Source: an optimization exercise on an open RTL-to-GDS flow (aim: small area and a short achievable clock period). Production flows keep margins and buffers that such runs may drop.
Where RTL was checked, it was by simulation tests only, not by an equivalence proof against the original.
The clock port is modelled as an ideal driver, which makes a skipped or thinned clock tree look cheaper than it is; a real chip needs a root buffer or a tree.
Power and IR drop assume default switching activity.

run E:
==> flow/design.v <==
module wb_trace_fifo #(
  parameter int XLEN  = 32,
  parameter int DEPTH = 16,
  parameter int CNT_W = 32
) (
  input  logic                     clk,
  input  logic                     rst_n,
  input  logic                     wb_have_inst,
  input  logic [XLEN-1:0]          wb_pc,
  input  logic                     wb_ena,
  input  logic [4:0]               wb_reg,
  input  logic [XLEN-1:0]          wb_value,
  input  logic [1:0]               trace_mode,
  input  logic                     flush,
  input  logic                     clr_ovf,
  output logic                     out_valid,
  input  logic                     out_ready,
  output logic [CNT_W-1:0]         out_seq,
  output logic [XLEN-1:0]          out_pc,
  output logic                     out_ena,
  output logic [4:0]               out_reg,
  output logic [XLEN-1:0]          out_value,
  output logic [$clog2(DEPTH):0]   level,
  output logic                     overflow,
  output logic [CNT_W-1:0]         drop_cnt,
  output logic [CNT_W-1:0]         retired
);
  localparam int AW = $clog2(DEPTH);
  localparam int EW = CNT_W + XLEN + 1 + 5 + XLEN;
  localparam int SD = DEPTH - 1;           
  logic [EW-1:0] mem [SD];
  logic [EW-1:0] hd;
  logic [EW-1:0] din;
  logic [EW-1:0] rdata;
  logic [SD-1:0] wr_oh;
  logic [SD-1:0] rd_oh;
  logic [SD-1:0] rd_ohn;                   
  logic [SD-1:0] wr_nf;                    
  logic qual, full, pop, push, drop;
  logic nfull;                             
  logic le1;                               
  logic st_push, st_pop;
  always_comb begin
    qual = 1'b0;
    case (trace_mode)
      2'd1:    qual = wb_have_inst;
      2'd2:    qual = wb_have_inst & wb_ena;
      2'd3:    qual = wb_have_inst & wb_ena & (wb_reg != 5'd0);
      default: qual = 1'b0;
    endcase
  end
  assign full = level[AW];
  assign pop  = out_valid & out_ready & ~flush;
  assign push = qual & (~full | pop) & ~flush;
  assign drop = qual & full & ~out_ready & ~flush;
  assign din = {retired, wb_pc, wb_ena, wb_reg, wb_value};
  logic lv_one, lv_mid, lv_ge2;
  assign lv_one  = le1 & out_valid;
  assign lv_ge2  = ~le1;
  assign lv_mid  = ~le1 & ~full;
  assign st_push = qual & ~flush & (lv_mid | (lv_one & ~out_ready) | (full & out_ready));
  assign st_pop  = out_ready & ~flush & lv_ge2;
  logic [AW:0]      lvl_inc, lvl_dec;
  logic             ov_inc, le1_dec;
  logic [CNT_W-1:0] dc_sat, ret_inc;
  wb_trace_fifo_cand #(.AW(AW), .CNT_W(CNT_W)) u_cand (
    .level(level), .drop_cnt(drop_cnt), .retired(retired),
    .lvl_inc(lvl_inc), .lvl_dec(lvl_dec), .ov_inc(ov_inc), .le1_dec(le1_dec),
    .dc_sat(dc_sat), .ret_inc(ret_inc), .wr_oh(wr_oh), .nfull(nfull), .wr_nf(wr_nf)
  );
  logic inc, dec;
  assign inc = qual & ~flush & (~out_valid | (~full & ~out_ready));
  assign dec = out_valid & out_ready & ~flush & ~qual;
  always_ff @(posedge clk or negedge rst_n) begin
    if (!rst_n) begin
      level     <= '0;
      out_valid <= 1'b0;
      le1       <= 1'b1;
      nfull     <= 1'b1;
    end else if (flush) begin
      level     <= '0;
      out_valid <= 1'b0;
      le1       <= 1'b1;
      nfull     <= 1'b1;
    end else if (inc) begin
      level     <= lvl_inc;
      out_valid <= 1'b1;
      le1       <= ~out_valid;
      nfull     <= ~lvl_inc[AW];
    end else if (dec) begin
      level     <= lvl_dec;
      out_valid <= ov_inc;
      le1       <= le1_dec;
      nfull     <= 1'b1;
    end
  end
  always_ff @(posedge clk or negedge rst_n) begin
    if (!rst_n) begin
      wr_oh <= {{(SD-1){1'b0}}, 1'b1};
      rd_oh <= {{(SD-1){1'b0}}, 1'b1};
      rd_ohn <= {{(SD-1){1'b1}}, 1'b0};
    end else if (flush) begin
      wr_oh <= {{(SD-1){1'b0}}, 1'b1};
      rd_oh <= {{(SD-1){1'b0}}, 1'b1};
      rd_ohn <= {{(SD-1){1'b1}}, 1'b0};
    end else begin
      if (st_push) wr_oh <= {wr_oh[SD-2:0], wr_oh[SD-1]};
      if (st_pop) begin
        rd_oh  <= {rd_oh[SD-2:0], rd_oh[SD-1]};
        rd_ohn <= {rd_ohn[SD-2:0], rd_ohn[SD-1]};
      end
    end
  end
  always_ff @(posedge clk) begin
    for (int i = 0; i < SD; i++) begin
      if (wr_nf[i] | (wr_oh[i] & out_ready)) mem[i] <= din;
    end
  end
  logic [EW/2-1:0]    mem_lo [SD];
  logic [EW-EW/2-1:0] mem_hi [SD];
  always_comb begin
    for (int i = 0; i < SD; i++) {mem_hi[i], mem_lo[i]} = mem[i];
  end
  logic [EW/2-1:0]    rd_lo;
  logic [EW-EW/2-1:0] rd_hi;
  always_comb begin
    rd_lo = '0;
    rd_hi = '0;
    for (int i = 0; i < SD; i++) begin
      rd_lo = rd_lo | ({(EW/2){rd_oh[i]}}       & mem_lo[i]);
      rd_hi = rd_hi | ({(EW-EW/2){~rd_ohn[i]}} & mem_hi[i]);
    end
  end
  assign rdata = {rd_hi, rd_lo};
  always_ff @(posedge clk) begin
    if (~out_valid | out_ready) hd <= le1 ? din : rdata;
  end
  assign {out_seq, out_pc, out_ena, out_reg, out_value} = hd;
  always_ff @(posedge clk or negedge rst_n) begin
    if (!rst_n) begin
      retired <= '0;
    end else if (wb_have_inst) begin
      retired <= ret_inc;
    end
  end
  logic [CNT_W-1:0] dc_nodrop, dc_drop;
  assign dc_nodrop = clr_ovf ? '0 : drop_cnt;
  assign dc_drop   = clr_ovf ? {{(CNT_W-1){1'b0}}, 1'b1} : dc_sat;
  always_ff @(posedge clk or negedge rst_n) begin
    if (!rst_n) begin
      overflow <= 1'b0;
      drop_cnt <= '0;
    end else begin
      overflow <= drop | (overflow & ~clr_ovf);
      drop_cnt <= drop ? dc_drop : dc_nodrop;
    end
  end
endmodule
module wb_trace_fifo_cand #(
  parameter int AW    = 4,
  parameter int CNT_W = 32
) (
  input  logic [AW:0]      level,
  input  logic [CNT_W-1:0] drop_cnt,
  input  logic [CNT_W-1:0] retired,
  output logic [AW:0]      lvl_inc,
  output logic [AW:0]      lvl_dec,
  output logic             ov_inc,    
  output logic             le1_dec,   
  output logic [CNT_W-1:0] dc_sat,    
  output logic [CNT_W-1:0] ret_inc,
  input  logic [14:0]      wr_oh,
  input  logic             nfull,
  output logic [14:0]      wr_nf      
);
  assign wr_nf   = wr_oh & {15{nfull}};
  assign lvl_inc = level + 1'b1;
  assign lvl_dec = level - 1'b1;
  assign ov_inc  = (level != {{AW{1'b0}}, 1'b1});
  assign le1_dec = (level <= {{(AW-1){1'b0}}, 2'd2});
  assign dc_sat  = (drop_cnt == '1) ? drop_cnt : drop_cnt + 1'b1;
  assign ret_inc = retired + 1'b1;
endmodule
Settings: LEC_CHECK=0, CAP_MARGIN=20, CORE_MARGIN=2, CORE_UTILIZATION=60, CTS_CLUSTER_DIAMETER=100, CTS_CLUSTER_SIZE=25, PLACE_DENSITY=0.7, SETUP_SLACK_MARGIN=2.3, SLEW_MARGIN=20, SYNTH_HIERARCHICAL=1, SYNTH_MINIMUM_KEEP_SIZE=0; clock period 4.5 ns.
standard.sh (not shown) runs the stock make flow with config.mk's settings and CLKGATE_MAP_FILE= SYNTH_SCRIPT=/design/flow/synth_recipe.tcl, a recipe that flattens the netlist after the stock synthesis.
==> flow/flow/run.sh <==
#!/bin/bash
# Own layout flow: the standard ORFS flow, with two changes:
#  - the clock tree is built by flow/mycts.tcl (a two-level balanced tree:
#    the clock port drives 4 root buffers, each root drives a group of leaf
#    buffers, each leaf drives a cluster of ~26 nearby flip-flops) instead of
#    TritonCTS's three-level tree;
#  - ports are buffered with sky130_fd_sc_hd__buf_2 (timing repair resizes
#    them as needed) instead of the delay cell buffer_ports picks by default.
# Synthesis is the standard synthesis, unchanged.
set -euo pipefail
work=$(pwd)
export PRE_CTS_TCL="$work/flow/mycts.tcl"
export MYCTS_CSIZE=26
export MYCTS_NROOT=4
export BUFFER_PORTS_ARGS="-buffer_cell sky130_fd_sc_hd__buf_2"
bash standard.sh synth > "$work/synth.log" 2>&1
bash standard.sh finish > "$work/layout.log" 2>&1
Other scripts of this flow, unchanged in this note and not shown: flow/flow/mycts.tcl
Here is what was changed in the inputs of run A compared with run E.
==> flow/design.v <==
module wb_trace_fifo #(
  parameter int XLEN  = 32,
  parameter int DEPTH = 16,
  parameter int CNT_W = 32
) (
  input  logic                     clk,
  input  logic                     rst_n,
  input  logic                     wb_have_inst,
  input  logic [XLEN-1:0]          wb_pc,
  input  logic                     wb_ena,
  input  logic [4:0]               wb_reg,
  input  logic [XLEN-1:0]          wb_value,
  input  logic [1:0]               trace_mode,
  input  logic                     flush,
  input  logic                     clr_ovf,
  output logic                     out_valid,
  input  logic                     out_ready,
  output logic [CNT_W-1:0]         out_seq,
  output logic [XLEN-1:0]          out_pc,
  output logic                     out_ena,
  output logic [4:0]               out_reg,
  output logic [XLEN-1:0]          out_value,
  output logic [$clog2(DEPTH):0]   level,
  output logic                     overflow,
  output logic [CNT_W-1:0]         drop_cnt,
  output logic [CNT_W-1:0]         retired
);
  localparam int AW = $clog2(DEPTH);
  localparam int EW = CNT_W + XLEN + 1 + 5 + XLEN;
  localparam int SD = DEPTH - 1;           
  logic [EW-1:0] mem [SD];
  logic [EW-1:0] hd;
  logic [EW-1:0] din;
  logic [EW-1:0] rdata;
  logic [SD-1:0] wr_oh;
  logic [SD-1:0] rd_oh;
  logic qual, full, pop, push, drop;
  logic le1;                               
  logic st_push, st_pop;
  always_comb begin
    qual = 1'b0;
    case (trace_mode)
      2'd1:    qual = wb_have_inst;
      2'd2:    qual = wb_have_inst & wb_ena;
      2'd3:    qual = wb_have_inst & wb_ena & (wb_reg != 5'd0);
      default: qual = 1'b0;
    endcase
  end
  assign full = level[AW];
  assign pop  = out_valid & out_ready & ~flush;
  assign push = qual & (~full | pop) & ~flush;
  assign drop = qual & full & ~out_ready & ~flush;
  assign din = {retired, wb_pc, wb_ena, wb_reg, wb_value};
  assign st_push = push & ~(~out_valid | (le1 & pop));
  assign st_pop  = pop & ~le1;
  logic [AW:0]      lvl_inc, lvl_dec;
  logic             ov_inc, le1_dec;
  logic [CNT_W-1:0] dc_sat, ret_inc;
  wb_trace_fifo_cand #(.AW(AW), .CNT_W(CNT_W)) u_cand (
    .level(level), .drop_cnt(drop_cnt), .retired(retired),
    .lvl_inc(lvl_inc), .lvl_dec(lvl_dec), .ov_inc(ov_inc), .le1_dec(le1_dec),
    .dc_sat(dc_sat), .ret_inc(ret_inc)
  );
  logic inc, dec;
  assign inc = push & ~pop;
  assign dec = pop & ~push;
  always_ff @(posedge clk or negedge rst_n) begin
    if (!rst_n) begin
      level     <= '0;
      out_valid <= 1'b0;
      le1       <= 1'b1;
    end else if (flush) begin
      level     <= '0;
      out_valid <= 1'b0;
      le1       <= 1'b1;
    end else if (inc) begin
      level     <= lvl_inc;
      out_valid <= 1'b1;
      le1       <= ~out_valid;
    end else if (dec) begin
      level     <= lvl_dec;
      out_valid <= ov_inc;
      le1       <= le1_dec;
    end
  end
  always_ff @(posedge clk or negedge rst_n) begin
    if (!rst_n) begin
      wr_oh <= {{(SD-1){1'b0}}, 1'b1};
      rd_oh <= {{(SD-1){1'b0}}, 1'b1};
    end else if (flush) begin
      wr_oh <= {{(SD-1){1'b0}}, 1'b1};
      rd_oh <= {{(SD-1){1'b0}}, 1'b1};
    end else begin
      if (st_push) wr_oh <= {wr_oh[SD-2:0], wr_oh[SD-1]};
      if (st_pop)  rd_oh <= {rd_oh[SD-2:0], rd_oh[SD-1]};
    end
  end
  always_ff @(posedge clk) begin
    for (int i = 0; i < SD; i++) begin
      if (wr_oh[i] & (~full | out_ready)) mem[i] <= din;
    end
  end
  always_comb begin
    rdata = '0;
    for (int i = 0; i < SD; i++) begin
      rdata = rdata | ({EW{rd_oh[i]}} & mem[i]);
    end
  end
  always_ff @(posedge clk) begin
    if (~out_valid | out_ready) hd <= le1 ? din : rdata;
  end
  assign {out_seq, out_pc, out_ena, out_reg, out_value} = hd;
  always_ff @(posedge clk or negedge rst_n) begin
    if (!rst_n) begin
      retired <= '0;
    end else if (wb_have_inst) begin
      retired <= ret_inc;
    end
  end
  logic [CNT_W-1:0] dc_nodrop, dc_drop;
  assign dc_nodrop = clr_ovf ? '0 : drop_cnt;
  assign dc_drop   = clr_ovf ? {{(CNT_W-1){1'b0}}, 1'b1} : dc_sat;
  always_ff @(posedge clk or negedge rst_n) begin
    if (!rst_n) begin
      overflow <= 1'b0;
      drop_cnt <= '0;
    end else begin
      overflow <= drop | (overflow & ~clr_ovf);
      drop_cnt <= drop ? dc_drop : dc_nodrop;
    end
  end
endmodule
module wb_trace_fifo_cand #(
  parameter int AW    = 4,
  parameter int CNT_W = 32
) (
  input  logic [AW:0]      level,
  input  logic [CNT_W-1:0] drop_cnt,
  input  logic [CNT_W-1:0] retired,
  output logic [AW:0]      lvl_inc,
  output logic [AW:0]      lvl_dec,
  output logic             ov_inc,    
  output logic             le1_dec,   
  output logic [CNT_W-1:0] dc_sat,    
  output logic [CNT_W-1:0] ret_inc
);
  assign lvl_inc = level + 1'b1;
  assign lvl_dec = level - 1'b1;
  assign ov_inc  = (level != {{AW{1'b0}}, 1'b1});
  assign le1_dec = (level <= {{(AW-1){1'b0}}, 2'd2});
  assign dc_sat  = (drop_cnt == '1) ? drop_cnt : drop_cnt + 1'b1;
  assign ret_inc = retired + 1'b1;
endmodule
## What came out
Compared with run E, run A shows clock insertion delay at the later pin of the skew report higher by 0.02 ns.
Lower placeable core region among run E and run A: run A
Changes observed in run A relative to run E: number of filler instances in the final layout -about 2.4%, total power has increased, parity-gate share of the synthesized area counting xor and xnor cells closely matched the old numbers, final critical-path share of the clock period now larger, share of power burned in the clock network dropped 1.6 points.
Compared with run E, run A has less setup slack.
Required time at the worst-slack endpoint (higher): run A
Re cell count after placement: run A is 0.37% down on run E.
Compared with run E, run A shows a share of flip-flops with an asynchronous set or reset that is 0.86 points lower.
Function not checked in run E: the RTL went through the layout flow alone. In every run of this note, the design's own scripts or RTL, not TritonCTS, make the clock network.

[separate check: timing with driven ports]
The flow's constraints put no driver on any port. The routed layouts listed below were extracted and timed again, unchanged, in two steps.
Step 1: set_driving_cell puts a clkbuf_16 on clk and a buf_2 on each other input, an assumption about the parent block.
Step 2 times the ports against the registers' clock, not the clock port: input delays grow and output delays shrink by t, the midpoint of the rising clock arrivals with the driver on.
Slacks: ideal / step 1 / step 2; pairs: ideal / step 1.
run	shift t [ns]	setup slack, ns	worst setup path at the end	worst data-port slew with drivers (ns)	cell pins on the clock port's net
run E	0.691	2.110 / 2.152 / 1.541	input to register	0.11	4
run A	0.694	2.051 / 2.068 / 1.421	input to register	0.20	4
After both steps setup and hold are still met in every run listed. The setup slack of run A, which loses most, moves by +0.017 ns with the drivers and by -0.630 ns with both steps.
